Source: an optimization exercise on an open RTL-to-GDS flow (aim: small area, a short achievable clock period and few clock cycles). Production flows keep margins and buffers that such runs may drop. Function was checked by simulation only, so behaviour that the tests miss may differ from the original. Power figures rest on the tool's default switching activity, not on a simulated workload.

== v6 ==
Design w21_col_mac_seq, start of the top module:
module w21_col_mac_seq (
    input  logic                    clk,
    input  logic                    rst,
    input  logic                    start,
    output logic [ADDR_W-1:0]       adrs_clm,
    input  logic signed [D_W-1:0]   w_in,
    input  logic signed [D_W-1:0]   x_in,
    output logic                    busy,
    output logic                    done,
    output logic signed [D_W-1:0]   result
);
    localparam logic [ADDR_W-1:0] LAST_ADDR = ADDR_W'(N_IN - 1);
    logic [ADDR_W-1:0] addr;
    logic              run;       
    logic              first;     
    logic              last;      
    logic              fin;       
    logic              accept;
    assign accept   = start && !busy;
    assign busy     = run || last || fin;
    assign adrs_clm = addr;
    always_ff @(posedge clk or posedge rst) begin
        if (rst) begin
            addr  <= '0;
            run   <= 1'b0;
            first <= 1'b0;
            last  <= 1'b0;
            fin   <= 1'b0;
            done  <= 1'b0;
        end else begin
            first <= accept;
            last  <= run && (addr == LAST_ADDR);
            fin   <= last;
            done  <= fin;
            if (accept) begin
                run  <= 1'b1;
                addr <= ADDR_W'(1);
            end else if (run) begin
                if (addr == LAST_ADDR) begin
                    run  <= 1'b0;
                    addr <= '0;
                end else begin
                    addr <= addr + 1'b1;
                end
            end
        end
    end
    mac_sat_21 u_mac (
        .clk    (clk),
        .first  (first),
        .w_in   (w_in),
        .x_in   (x_in),
  ...
Size: about 1500 cells after synthesis, about 77 I/O pins, roughly 17000 sq um of cells after synthesis.
Settings: LEC_CHECK=0, ABC_CLOCK_PERIOD_IN_PS=3000, CAP_MARGIN=20, CORE_MARGIN=2, CORE_UTILIZATION=60, CTS_BUF_LIST=sky130_fd_sc_hd__clkbuf_4 sky130_fd_sc_hd__clkbuf_8, SETUP_SLACK_MARGIN=5, SLEW_MARGIN=20, SYNTH_HIERARCHICAL=1; clock period 9.0 ns.
run.sh (not shown) runs the stock make flow with config.mk's settings and CLKGATE_MAP_FILE= SYNTH_SCRIPT=/design/flow/synth_recipe.tcl, a recipe that flattens the netlist after the stock synthesis.
Testbench counts of v6, summed over its fixed seeds: cycles 14,504.
Inputs modified between v6 and v7:
Settings: swapping 60 for 40 in CORE_UTILIZATION; clearing CTS_BUF_LIST, which used to be sky130_fd_sc_hd__clkbuf_4 sky130_fd_sc_hd__clkbuf_8.
Findings:
All of v7 and v6 finish clean. Diff v6 -> v7: wire length higher, sequential cell count roughly the same, power per cell area lower, register-to-register setup slack roughly the same. Row fraction of area in clock buffers and inverters: v7 higher / v6 lower. Via count of the first global-routing pass in v7 vs v6: up about 3%. [v7] via count fell 244 relative to v6. The run showing the greater non-clock buffer count is v6. The final reports for v7 and v6 show proportion of final cell area spent on non-clock buffers lower in the former. Combinational group share of total power came out lower on v7 than on v6.

* * *

== JK ==
Another version of the RTL of w21_col_mac_seq (not shown whole).
Size: roughly 1500 cells after synthesis, ~77 I/O pins, about 16000 µm² of cells after synthesis.
==> flow/config.mk <==
export PLATFORM = sky130hd
export DESIGN_NAME = w21_col_mac_seq
export DESIGN_NICKNAME = w21_col_mac_seq
export VERILOG_FILES = /design/flow/design.v
export SDC_FILE = /design/flow/constraint.sdc
export NUM_CORES = 4
export LEC_CHECK = 0
export ABC_CLOCK_PERIOD_IN_PS = 3000
export CAP_MARGIN = 20
export CORE_MARGIN = 2
export CORE_UTILIZATION = 40
export SLEW_MARGIN = 20
export SYNTH_HIERARCHICAL = 1
==> flow/constraint.sdc <==
create_clock -name core_clock -period 9.0 [get_ports {clk}]
set_input_delay 1.8000 -clock core_clock [delete_from_list [all_inputs] [get_ports {clk}]]
set_output_delay 1.8000 -clock core_clock [all_outputs]
set_load 0.01 [all_outputs]
standard.sh (not shown) runs the stock make flow with config.mk's settings and CLKGATE_MAP_FILE= SYNTH_SCRIPT=/design/flow/synth_recipe.tcl, a recipe that flattens the netlist after the stock synthesis.
==> flow/flow/run.sh <==
#!/bin/bash
set -euo pipefail
MARGIN=$(cat flow/margin.txt)
bash standard.sh "SETUP_SLACK_MARGIN=${MARGIN}" \
  "BUFFER_PORTS_ARGS=-buffer_cell sky130_fd_sc_hd__buf_1" finish > flow_make.log 2>&1
test -s out/final.def
==> flow/flow/margin.txt <==
5.5
Testbench counts of JK, summed over its fixed seeds: cycles 14,504.
For MS, these inputs were changed with respect to JK:
Settings: changing CORE_UTILIZATION from 40 to 55.
==> flow/flow/margin.txt <==
5.4
- The die used by MS is smaller than the one used by JK.
- There was hardly any difference in I/O pin count between MS and JK.
- In the tables for MS and JK, flip-flop and latch share of the layout cell area reads lower with JK.
- Growth of design area from synthesis to finish down 3.1 points in MS wrt JK
- Measured against each other, MS and JK differ in overall global routing resource usage, the lower figure coming from JK.
- Against JK, total number of tap cells in MS fell by more than a quarter.
- Between MS and JK, it is MS whose post-layout instance area is lower, by 520 µm².
- Relative to JK, the total power measured on MS has increased slightly.
- The maximum vdd drop of MS was inferior to that of JK.
The following lists how AL was set up differently from MS:
Settings: changing CORE_UTILIZATION from 55 to 40.
==> flow/flow/margin.txt <==
5.7
[summary]
Compared with MS, AL shows a clock group share of total power that is 0.4 points lower.
Effective utilization at floorplan in AL is 15 points below MS.
~same routing usage on met3 in AL and MS
Number of placed instances, taps included (higher): AL
Worst hold slack after final layout for AL: 7.9 ps down relative to MS
AL vs. MS: number of max-slew violations in the final report ~0 delta; total area of multi-input combinational cells went up by 600 µm².
Going from MS to AL, the wire length of the first global-routing pass was found to have gone up by 3.5%.
Between MS and AL, the flow reports detailed route wirelength on metal3 increasing by more than a quarter.
#### Input delta (TR over AL)
Settings: setting SETUP_SLACK_MARGIN to 5 for the first time.
==> flow/run.sh (new file) <==
#!/bin/bash
# synth_recipe.tcl (not shown) runs the flow's synth.tcl, then flattens the netlist and writes it again
# the make line also repeats each setting of config.mk as NAME=value (left out here)
make -C /OpenROAD-flow-scripts/flow DESIGN_CONFIG=/design/flow/config.mk WORK_HOME=/design/flow/orfs CLKGATE_MAP_FILE= SYNTH_SCRIPT=/design/flow/synth_recipe.tcl finish
removed: flow/flow/run.sh
removed: flow/flow/margin.txt
removed: flow/standard.sh
### Flow results
Status: half-perimeter wire length after detailed placement parity (TR, AL)
Re sequential share of layout area: TR and AL aren't equal, and the higher value belongs to TR.
Diff AL -> TR | clock network area share | increase of 0.35 points
The relative slew slack reported for TR is smaller than that of AL by 30 points.
Combinational group share of total power (TR over AL): decrease, 2.4 points

-- port drivers added, routing unchanged --
The flow's constraints put no driver on any port. The routed layouts listed below were extracted and timed again, unchanged, in two steps.
Step 1 (the two cells are an assumption about what drives the block):
set clk [get_ports {clk}]
set_driving_cell -lib_cell sky130_fd_sc_hd__clkbuf_16 $clk
set_driving_cell -lib_cell sky130_fd_sc_hd__buf_2 [delete_from_list [all_inputs] $clk]
Step 2, shift: input delay + t, output delay - t, t = (earliest + latest rising clock arrival at the registers) / 2. This alone moves slack from input paths to output paths.
Slacks: no drivers / after step 1 / after step 2; pairs: no drivers / after step 1.
run | shift t [ns] | setup slack, ns | worst setup path at the end | slew at the worst register clock pin (ns) | pins driven straight from the clock port
v6 | 0.557 | 5.085 / 5.085 / 5.085 | register to register | 0.11 / 0.11 | 1
v7 | 0.502 | 5.096 / 5.096 / 5.096 | register to register | 0.07 / 0.07 | 1
JK | 0.510 | 5.521 / 5.521 / 5.521 | register to register | 0.08 / 0.08 | 1
MS | 0.506 | 5.482 / 5.482 / 5.482 | register to register | 0.08 / 0.08 | 1
AL | 0.514 | 5.528 / 5.528 / 5.528 | register to register | 0.08 / 0.08 | 1
TR | 0.522 | 5.097 / 5.097 / 5.097 | register to register | 0.09 / 0.09 | 1
After both steps setup and hold are still met in every run listed.
